This design comes from an exercise in tuning for small area, a short achievable clock period and few clock cycles on the open sky130 flow, not from production work.
At most, simulation tests tie the RTL to the original design; equivalence was not proved.
Power and IR drop assume default switching activity.

==> inputs of trial 71 <==
==> flow/design.v (excerpt) <==
module conv3x3_mac #(
   parameter bit RELU = 1'b0
) (
   input  logic         i_clk,
   input  logic         i_rstn,
   input  logic [9:0]   i_num_ci,
   input  logic         i_valid,
   output logic         o_ready,
   input  logic [143:0] i_window,
   input  logic [143:0] i_weight,
   input  logic [15:0]  i_bias,
   output logic         o_valid,
   input  logic         i_ready,
   output logic [15:0]  o_data
);
clock: 8.0 ns
lec_check: 0
abc_area: 1
cap_margin: 20
core_margin: 2
core_utilization: 40
cts_cluster_diameter: 60
cts_cluster_size: 30
setup_slack_margin: 4.75
slew_margin: 20
synth_hierarchical: 1
synth_minimum_keep_size: 0
standard.sh (not shown) runs the stock make flow with config.mk's settings and CLKGATE_MAP_FILE= SYNTH_SCRIPT=/design/flow/synth_recipe.tcl, a recipe that flattens the netlist after the stock synthesis.
==> flow/flow/run.sh <==
#!/bin/bash
# The standard layout (the standard.sh, standard synthesis unchanged), except that the
# buffers every input and output port gets are plain buf_1 cells instead of the delay-buffer
# cell buffer_ports picks by default; repair_timing still resizes them where timing needs it.
set -euo pipefail
export BUFFER_PORTS_ARGS="-buffer_cell sky130_fd_sc_hd__buf_1"
bash standard.sh finish > standard.log 2>&1
==> build 16 (differences from trial 71) <==
--- a/flow/design.v
+++ b/flow/design.v
@@ -8000,30 +8000,13 @@
       end
       if (!i_rstn) res_r <= 1'b0;
       else res_r <= v_t & l_t;
    end
    logic [44:0] sum;
    logic [15:0] res;
-   logic [44:0] pg_g, pg_p, cg, cp;
-   always_comb begin
-      pg_g = acc_s & acc_c;
-      pg_p = acc_s ^ acc_c;
-      cg = pg_g;
-      cp = pg_p;
-      for (int d = 1; d < 45; d = d * 2)
-         for (int i = 2 * d - 1; i < 45; i = i + 2 * d) begin
-            cg[i] = cg[i] | (cp[i] & cg[i - d]);
-            cp[i] = cp[i] & cp[i - d];
-         end
-      for (int d = 16; d >= 1; d = d / 2)
-         for (int i = 3 * d - 1; i < 45; i = i + 2 * d) begin
-            cg[i] = cg[i] | (cp[i] & cg[i - d]);
-            cp[i] = cp[i] & cp[i - d];
-         end
-      sum = pg_p ^ {cg[43:0], 1'b0};
-   end
+   assign sum = acc_s + acc_c;
    always_comb begin
       if (&sum[44:23] || ~|sum[44:23]) res = sum[23:8];
       else res = sum[44] ? 16'h8000 : 16'h7FFF;
       if (RELU && res[15]) res = 16'h0000;
    end
    assign qwr = res_r;
==> results.txt <==
- Of build 16 and trial 71, build 16 has the higher total power (gap about 1.8%, measured against trial 71).
- Critical path depth: trial 71 is higher than build 16 (15).
- Of trial 71 and build 16, build 16 has the higher worst setup slack (gap 0.74 ns).
- Final cell count: trial 71 is lower than build 16 (about 7%).
- Clock power: build 16 is lower than trial 71 (about 3%).
- Of trial 71 and build 16, build 16 has the higher global-route usage (gap 1.2 points).
- Against trial 71, the sequential share of layout area of build 16 is lower by 1.2 points.
- Clock-buffer cell count: trial 71 is lower than build 16 (4).
- Non-clock buffer count: build 16 is higher than trial 71 (99).
==> figures <==
item	trial 71	build 16
Sequential Area	0.0227 mm2	0.0227 mm2
Half-perimeter wire length after detailed placement	240 mm	261 mm
Power per standard cell area	488 mW/mm2	474 mW/mm2
Run status	complete, no violations	complete, no violations
Max VDD drop	0.000644 V	0.000683 V
Count of non-CTS inverters in the layout	563	695
Standard cell area after detailed placement	0.0805 mm2	0.0827 mm2
Sw Share	48.7%	48.5%
Number of rows created at floorplan	161	163
Proportion of netlist area held by the largest area contributor	34.6%	33.2%
Routed wire per std cell	31.7 um	31.5 um
Worst setup timing slack at the placement stage	3.29 ns	4.02 ns
Relative max-transition margin	26.1%	29.5%
Reg2reg setup slack	3.97 ns	4.70 ns
Worst reg2reg path depth	21	6
Worst reg2reg path endpoint	q[0][3]	p0_18_18
Fraction of synthesized cell area in xor and xnor cells	14.2%	13.8%
Pin count of the biggest net entering global routing	89	90
Maximum single-stage delay on the critical path	0.47 ns	0.79 ns
Function was not checked in any run of this note: the RTL went through the layout flow alone.

---

==> harbor <==
RTL: one of the versions met above, not the one the previous note started from.
export LEC_CHECK = 0
export ABC_AREA = 1
export CAP_MARGIN = 20
export CORE_MARGIN = 2
export CORE_UTILIZATION = 40
export CTS_CLUSTER_DIAMETER = 60
export CTS_CLUSTER_SIZE = 30
export PLACE_DENSITY = 0.5
export SETUP_SLACK_MARGIN = 4.75
export SLEW_MARGIN = 20
export SYNTH_HIERARCHICAL = 1
export SYNTH_MINIMUM_KEEP_SIZE = 0
create_clock -name core_clock -period 8.0 [get_ports {i_clk}]
==> flow/flow/run.sh <==
#!/bin/bash
# The standard layout (the standard.sh, standard synthesis unchanged), except:
# - the buffers every input and output port gets are plain buf_1 cells instead of the
#   delay-buffer cell buffer_ports picks by default (repair_timing still resizes them);
# - clock tree synthesis adds no dummy balancing loads.
set -euo pipefail
export BUFFER_PORTS_ARGS="-buffer_cell sky130_fd_sc_hd__buf_1"
export CTS_ARGS="-sink_clustering_enable -repair_clock_nets -sink_clustering_size 30 -sink_clustering_max_diameter 60 -dont_use_dummy_load"
bash standard.sh finish > standard.log 2>&1
==> inputs of zinc, as changes to harbor <==
--- a/flow/design.v
+++ b/flow/design.v
@@ -12,26 +12,16 @@
    input  logic b,
    input  logic c,
    output logic s,
    output logic co
 );
    assign s  = a ^ b ^ c;
    assign co = (a & b) | (a & c) | (b & c);
 endmodule
-module booth_sel (
-   input  logic x1,
-   input  logic x0,
-   input  logic one,
-   input  logic two,
-   input  logic neg,
-   output logic p
-);
-   assign p = neg ^ ((one & x1) | (two & x0));
-endmodule
 module conv3x3_mac #(
    parameter bit RELU = 1'b0
 ) (
    input  logic         i_clk,
    input  logic         i_rstn,
    input  logic [9:0]   i_num_ci,
    input  logic         i_valid,
    output logic         o_ready,
@@ -44,34 +34,28 @@
 );
    logic       rdy_r, first_r, accept, last;
    logic [9:0] cnt;
    logic [2:0] pend;
    logic       rd, qwr;
    assign o_ready = rdy_r;
    assign accept  = i_valid & rdy_r;
    assign last    = first_r ? (i_num_ci[9:1] == 9'd0) : (cnt == 10'd1);
-   logic [2:0] pend_inc, pend_acc;
-   logic       rdy_if_rd, rdy_if_nrd;
-   assign pend_inc   = pend + {2'b0, accept & last};
-   assign pend_acc   = pend + {2'b0, accept};
-   assign rdy_if_rd  = pend_acc <= 3'd4;
-   assign rdy_if_nrd = pend_acc < 3'd4;
    always_ff @(posedge i_clk) begin
       if (!i_rstn) begin
          first_r <= 1'b1;
          pend    <= 3'd0;
          rdy_r   <= 1'b1;
       end else begin
          if (accept) begin
             first_r <= last;
             cnt     <= (first_r ? i_num_ci : cnt) - 10'd1;
          end
-         pend  <= rd ? pend_inc - 3'd1 : pend_inc;
-         rdy_r <= rd ? rdy_if_rd : rdy_if_nrd;
+         pend  <= pend + {2'b0, accept & last} - {2'b0, rd};
+         rdy_r <= (pend + {2'b0, accept} - {2'b0, rd}) < 3'd4;
       end
    end
    logic [143:0] xr;
    logic [71:0] b1r, b2r, bnr, b1d, b2d, bnd;
    always_comb begin
       for (int k = 0; k < 9; k++) begin
          for (int j = 0; j < 8; j++) begin
             logic w2, w1, w0;
@@ -8005,30 +7989,28 @@
    logic [15:0] res;
    assign sum = acc_s + acc_c;
    always_comb begin
       if (&sum[44:23] || ~|sum[44:23]) res = sum[23:8];
       else res = sum[44] ? 16'h8000 : 16'h7FFF;
       if (RELU && res[15]) res = 16'h0000;
    end
    assign qwr = res_r;
-   logic [15:0] q [4], q_rd [4], q_nrd [4];
-   logic [2:0]  qn, qn_w;
+   logic [15:0] q [4];
+   logic [2:0]  qn;
    assign rd = o_valid & i_ready;
    assign o_data = q[0];
    always_ff @(posedge i_clk) begin
       if (!i_rstn) begin
          qn      <= 3'd0;
          o_valid <= 1'b0;
       end else begin
-         qn      <= rd ? qn_w - 3'd1 : qn_w;
-         o_valid <= rd ? (qn_w != 3'd1) : (qn_w != 3'd0);
+         qn      <= qn + {2'b0, qwr} - {2'b0, rd};
+         o_valid <= (qn + {2'b0, qwr} - {2'b0, rd}) != 3'd0;
       end
-      for (int i = 0; i < 4; i++) q[i] <= rd ? q_rd[i] : q_nrd[i];
-   end
-   assign qn_w = qn + {2'b0, qwr};
-   always_comb begin
       for (int i = 0; i < 4; i++) begin
-         q_nrd[i] = (qwr && qn == 3'(i)) ? res : q[i];
-         q_rd[i]  = (qwr && qn == 3'(i + 1)) ? res : q[(i + 1) % 4];
+         if (rd) begin
+            if (qwr && qn == 3'(i + 1)) q[i] <= res;
+            else if (i + 1 < 4) q[i] <= q[(i + 1) % 4];
+         end else if (qwr && qn == 3'(i)) q[i] <= res;
       end
    end
 endmodule
==> flow/run.sh (new file) <==
#!/bin/bash
# synth_recipe.tcl (not shown) runs the flow's synth.tcl, then flattens the netlist and writes it again
# the make line also repeats each setting of config.mk as NAME=value (left out here)
make -C /OpenROAD-flow-scripts/flow DESIGN_CONFIG=/design/flow/config.mk WORK_HOME=/design/flow/orfs CLKGATE_MAP_FILE= SYNTH_SCRIPT=/design/flow/synth_recipe.tcl finish
- CORE_UTILIZATION: 40 -> 65
- CTS_CLUSTER_DIAMETER: 60 -> default
- CTS_CLUSTER_SIZE: 30 -> default
- PLACE_DENSITY: 0.5 -> 0.72
- SETUP_SLACK_MARGIN: 4.75 -> 4.6
removed: flow/flow/run.sh
removed: flow/standard.sh
==> results.txt <==
zinc finished clean. harbor finished clean.
Final area: zinc is smaller than harbor (about 0.9%).
Of harbor and zinc, harbor has the higher worst setup slack (gap 0.15 ns).
Between harbor and zinc, the lower fmax is in zinc (gap about 4.4%, measured against zinc).
Routed wire length: harbor is larger than zinc (about 3.7%).
Against harbor, the via count of zinc is larger by 6.1%.
Against harbor, the synthesized cell count of zinc is smaller by about 0.9%.
Against harbor, the non-clock buffer count of zinc is lower by 148.
Critical path depth is the same in zinc and harbor.
Against harbor, the first-iteration DRC count of zinc is higher by about 70%.
==> figures <==
| quantity | zinc | harbor |
|---|---|---|
| Result of the run | no timing/DRC/antenna violations | no timing/DRC/antenna violations |
| Nets in the synthesized netlist | 9179 | 9248 |
| Total power draw | 45700 uW | 42980 uW |
| R2r startpoint | xr[78] | xr[122] |
| Total met2 wirelength after detailed routing | 134.2 mm | 150.0 mm |
| Reg2reg setup slack | 4.47 ns | 4.62 ns |
| Antenna violations before repair | 15 | 13 |
| Non-Clock Inverter Count | 702 | 695 |
| Area of the die | 125200 um2 | 202600 um2 |
| Power per cell area | 515.1 nW/um2 | 480.2 nW/um2 |
| Post-CTS Resized | 39 | 202 |
| Mux cell area share after synthesis | 1.005% | 0.9291% |
| Post CTS Setup Buffer Count | 3 | 62 |
| Clock Power | 5490 uW | 4100 uW |
| Floorplan core area | 121600 um2 | 197600 um2 |
| Logic pwr share | 66.7% | 68.4% |
| Top cell type's share of synthesized area | 33.31% | 33.23% |
| Number of filler cells placed in the layout | 8303 | 18710 |
| Pleak | 0.03758 uW | 0.03660 uW |
| Worst IR Drop VDD | 762.0 uV | 587.5 uV |
Testbench counts of zinc, summed over its fixed seeds: cycles 45,039.
For harbor, only the layout was checked, not whether the RTL still works.

---

==> 12-23 <==
RTL: one of the versions met above, not the one the previous note started from.
==> flow/config.mk <==
export PLATFORM = sky130hd
export DESIGN_NAME = conv3x3_mac
export DESIGN_NICKNAME = conv3x3_mac
export VERILOG_FILES = /design/flow/design.v
export SDC_FILE = /design/flow/constraint.sdc
export NUM_CORES = 4
export LEC_CHECK = 0
export ABC_AREA = 1
export CAP_MARGIN = 20
export CORE_MARGIN = 2
export CORE_UTILIZATION = 40
export SETUP_SLACK_MARGIN = 4.85
export SLEW_MARGIN = 20
export SYNTH_HIERARCHICAL = 1
export SYNTH_MINIMUM_KEEP_SIZE = 0
==> flow/constraint.sdc <==
create_clock -name core_clock -period 8.0 [get_ports {i_clk}]
set_input_delay 1.6000 -clock core_clock [delete_from_list [all_inputs] [get_ports {i_clk}]]
set_output_delay 1.6000 -clock core_clock [all_outputs]
set_load 0.01 [all_outputs]
run.sh (not shown) runs the stock make flow with config.mk's settings and CLKGATE_MAP_FILE= SYNTH_SCRIPT=/design/flow/synth_recipe.tcl, a recipe that flattens the netlist after the stock synthesis.
Stock flow here: none of the scripts above is used.
==> inputs of 10-01, as changes to 12-23 <==
==> flow/flow/run.sh (new file) <==
#!/bin/bash
# The standard layout (the standard.sh, standard synthesis unchanged), except that the
# buffers every input and output port gets are plain buf_1 cells instead of the delay-buffer
# cell buffer_ports picks by default; repair_timing still resizes them where timing needs it.
set -euo pipefail
export BUFFER_PORTS_ARGS="-buffer_cell sky130_fd_sc_hd__buf_1"
bash standard.sh finish > standard.log 2>&1
==> flow/standard.sh (new file) <==
#!/bin/bash
# synth_recipe.tcl (not shown) runs the flow's synth.tcl, then flattens the netlist and writes it again
# the make line also repeats each setting of config.mk as NAME=value (left out here)
make -C /OpenROAD-flow-scripts/flow DESIGN_CONFIG=/design/flow/config.mk WORK_HOME=/design/flow/orfs CLKGATE_MAP_FILE= SYNTH_SCRIPT=/design/flow/synth_recipe.tcl "${@:-finish}"
Settings changed: CTS_CLUSTER_DIAMETER set to 60, CTS_CLUSTER_SIZE set to 30, SETUP_SLACK_MARGIN 4.85 to 4.6.
removed: flow/run.sh
==> inputs of 10-22, as changes to 12-23 <==
--- a/flow/design.v
+++ b/flow/design.v
@@ -15,10 +15,20 @@
    output logic co
 );
    assign s  = a ^ b ^ c;
    assign co = (a & b) | (a & c) | (b & c);
 endmodule
+module booth_sel (
+   input  logic x1,
+   input  logic x0,
+   input  logic one,
+   input  logic two,
+   input  logic neg,
+   output logic p
+);
+   assign p = neg ^ ((one & x1) | (two & x0));
+endmodule
 module conv3x3_mac #(
    parameter bit RELU = 1'b0
 ) (
    input  logic         i_clk,
    input  logic         i_rstn,
@@ -37,22 +47,28 @@
    logic [2:0] pend;
    logic       rd, qwr;
    assign o_ready = rdy_r;
    assign accept  = i_valid & rdy_r;
    assign last    = first_r ? (i_num_ci[9:1] == 9'd0) : (cnt == 10'd1);
+   logic [2:0] pend_inc, pend_acc;
+   logic       rdy_if_rd, rdy_if_nrd;
+   assign pend_inc   = pend + {2'b0, accept & last};
+   assign pend_acc   = pend + {2'b0, accept};
+   assign rdy_if_rd  = pend_acc <= 3'd4;
+   assign rdy_if_nrd = pend_acc < 3'd4;
    always_ff @(posedge i_clk) begin
       if (!i_rstn) begin
          first_r <= 1'b1;
          pend    <= 3'd0;
          rdy_r   <= 1'b1;
       end else begin
          if (accept) begin
             first_r <= last;
             cnt     <= (first_r ? i_num_ci : cnt) - 10'd1;
          end
-         pend  <= pend + {2'b0, accept & last} - {2'b0, rd};
-         rdy_r <= (pend + {2'b0, accept} - {2'b0, rd}) < 3'd4;
+         pend  <= rd ? pend_inc - 3'd1 : pend_inc;
+         rdy_r <= rd ? rdy_if_rd : rdy_if_nrd;
       end
    end
    logic [143:0] xr;
    logic [71:0] b1r, b2r, bnr, b1d, b2d, bnd;
    always_comb begin
@@ -7985,32 +8001,51 @@
       if (!i_rstn) res_r <= 1'b0;
       else res_r <= v_t & l_t;
    end
    logic [44:0] sum;
    logic [15:0] res;
-   assign sum = acc_s + acc_c;
+   logic [44:0] pg_g, pg_p, cg, cp;
+   always_comb begin
+      pg_g = acc_s & acc_c;
+      pg_p = acc_s ^ acc_c;
+      cg = pg_g;
+      cp = pg_p;
+      for (int d = 1; d < 45; d = d * 2)
+         for (int i = 2 * d - 1; i < 45; i = i + 2 * d) begin
+            cg[i] = cg[i] | (cp[i] & cg[i - d]);
+            cp[i] = cp[i] & cp[i - d];
+         end
+      for (int d = 16; d >= 1; d = d / 2)
+         for (int i = 3 * d - 1; i < 45; i = i + 2 * d) begin
+            cg[i] = cg[i] | (cp[i] & cg[i - d]);
+            cp[i] = cp[i] & cp[i - d];
+         end
+      sum = pg_p ^ {cg[43:0], 1'b0};
+   end
    always_comb begin
       if (&sum[44:23] || ~|sum[44:23]) res = sum[23:8];
       else res = sum[44] ? 16'h8000 : 16'h7FFF;
       if (RELU && res[15]) res = 16'h0000;
    end
    assign qwr = res_r;
-   logic [15:0] q [4];
-   logic [2:0]  qn;
+   logic [15:0] q [4], q_rd [4], q_nrd [4];
+   logic [2:0]  qn, qn_w;
    assign rd = o_valid & i_ready;
    assign o_data = q[0];
    always_ff @(posedge i_clk) begin
       if (!i_rstn) begin
          qn      <= 3'd0;
          o_valid <= 1'b0;
       end else begin
-         qn      <= qn + {2'b0, qwr} - {2'b0, rd};
-         o_valid <= (qn + {2'b0, qwr} - {2'b0, rd}) != 3'd0;
+         qn      <= rd ? qn_w - 3'd1 : qn_w;
+         o_valid <= rd ? (qn_w != 3'd1) : (qn_w != 3'd0);
       end
+      for (int i = 0; i < 4; i++) q[i] <= rd ? q_rd[i] : q_nrd[i];
+   end
+   assign qn_w = qn + {2'b0, qwr};
+   always_comb begin
       for (int i = 0; i < 4; i++) begin
-         if (rd) begin
-            if (qwr && qn == 3'(i + 1)) q[i] <= res;
-            else if (i + 1 < 4) q[i] <= q[(i + 1) % 4];
-         end else if (qwr && qn == 3'(i)) q[i] <= res;
+         q_nrd[i] = (qwr && qn == 3'(i)) ? res : q[i];
+         q_rd[i]  = (qwr && qn == 3'(i + 1)) ? res : q[(i + 1) % 4];
       end
    end
 endmodule
==> flow/flow/run.sh (new file) <==
#!/bin/bash
# The standard layout (the standard.sh, standard synthesis unchanged), except that the
# buffers every input and output port gets are plain buf_1 cells instead of the delay-buffer
# cell buffer_ports picks by default; repair_timing still resizes them where timing needs it.
set -euo pipefail
export BUFFER_PORTS_ARGS="-buffer_cell sky130_fd_sc_hd__buf_1"
bash standard.sh finish > standard.log 2>&1
==> flow/standard.sh (new file) <==
#!/bin/bash
# synth_recipe.tcl (not shown) runs the flow's synth.tcl, then flattens the netlist and writes it again
# the make line also repeats each setting of config.mk as NAME=value (left out here)
make -C /OpenROAD-flow-scripts/flow DESIGN_CONFIG=/design/flow/config.mk WORK_HOME=/design/flow/orfs CLKGATE_MAP_FILE= SYNTH_SCRIPT=/design/flow/synth_recipe.tcl "${@:-finish}"
Settings changed: CTS_CLUSTER_DIAMETER set to 60, CTS_CLUSTER_SIZE set to 30, SETUP_SLACK_MARGIN 4.85 to 4.6.
removed: flow/run.sh
==> notes <==
- 10-01 completed without violations. 12-23 passed the timing, design-rule and antenna checks. 10-22 finished with timing, DRC and antenna clean.
- Between 10-01 and 12-23, the lower combinational power is in 10-01 (gap about 4%, measured against 12-23).
- Via count: 10-22 < 10-01 < 12-23.
- Between 12-23 and 10-22, the lower first-iteration DRC count is in 12-23 (gap about 0.9%, measured against 10-22).
- Routed wire length: 10-22 < 10-01 < 12-23.
- Of 10-01 and 10-22, 10-01 has the higher synthesized cell count (gap 7.1%, measured against 10-22).
- The highest sequential share of layout area belongs to 10-22, the lowest to 12-23.
- Design area, highest first: 12-23, 10-01, 10-22.
- Power: 12-23 > 10-01 > 10-22.
- Maximum frequency, lowest first: 10-22, 10-01, 12-23.
==> figures <==
| metric | 10-01 | 10-22 | 12-23 |
|---|---|---|---|
| Final-layout clock-cell area share | 4.040% | 3.981% | 4.314% |
| Fraction of the mapped netlist area in compound gates | 9.437% | 9.764% | 9.437% |
| Share of cell area taken by flip-flops and latches | 26.27% | 26.82% | 23.64% |
| Fill cell count | 18760 | 17970 | 17980 |
| Total clock buffers created by CTS | 93 | 89 | 117 |
| Detailed Place HPWL | 257.0 mm | 238.5 mm | 256.9 mm |
| Maximum fanout along the worst path | 16 | 8 | 6 |
| Setup clock skew after layout | 0.06130 ns | 0.06726 ns | 0.02739 ns |
| Post-CTS clock slew at the launch and capture registers of the worst setup and hold paths | 0.08 ns | 0.10 ns | 0.06 ns |
| Wire length on met2 | 144.7 mm | 131.9 mm | 147.7 mm |
| Time the worst path needs with I/O delays and setup | 3.453 ns | 4.006 ns | 3.215 ns |
| Most frequent cell on the critical path | sky130_fd_sc_hd__fa_1 | sky130_fd_sc_hd__nand2_1 | sky130_fd_sc_hd__fa_1 |
| Core occupancy in the finished layout | 44.13% | 44.03% | 49.16% |
| Count of non-filler cells in the finished layout | 10210 | 9607 | 10710 |
| Smallest setup slack after layout | 4.547 ns | 3.994 ns | 4.785 ns |
| Gr usage total | 31.32% | 30.86% | 31.62% |
| Result of the run | finished clean | finished clean | finished clean |
| Wire length of the first global-routing pass | 449.1 mm | 431.4 mm | 455.2 mm |
| Hold path startpoint | f_p[0]$_DFF_P_ | br[8]$_SDFF_PN0_ | br[7]$_SDFF_PN0_ |
| Post-Synth Adder-Cell Area | 34.64% | 36.08% | 34.64% |
Testbench counts of 12-23, summed over its fixed seeds: cycles 45,039.
Testbench counts of 10-01, summed over its fixed seeds: cycles 45,039.
No functional check of the RTL was part of 10-22.

## re-timing with driven ports
The flow's constraints put no driver on any port. The routed layouts listed below were extracted and timed again, unchanged, in two steps. Step 1, drivers: a clkbuf_16 drives i_clk and a buf_2 each remaining input, both assumed. Step 2 times the ports against the registers' clock, not the clock port: input delays grow and output delays shrink by t, the midpoint of the rising clock arrivals with the driver on. a / b / c = ideal / step 1 / step 2; a / b = the first two.
run	t, ns	setup WS [ns]	slew at the worst register clock pin (ns)	pins driven straight from the clock port
trial 71	0.845	3.966 / 3.966 / 3.966	0.10 / 0.10	1
build 16	0.851	4.701 / 4.701 / 4.260	0.09 / 0.09	1
harbor	0.828	4.621 / 4.621 / 4.086	0.11 / 0.11	1
zinc	0.839	4.473 / 4.473 / 3.844	0.08 / 0.08	1
12-23	0.863	4.785 / 4.785 / 4.140	0.07 / 0.07	1
10-01	0.855	4.547 / 4.547 / 3.994	0.09 / 0.09	1
10-22	0.849	3.994 / 3.994 / 3.994	0.11 / 0.11	1
After both steps every run listed still meets setup and hold. The setup slack of 12-23, which loses most, moves by 0.000 ns with the drivers and by -0.645 ns with both steps.
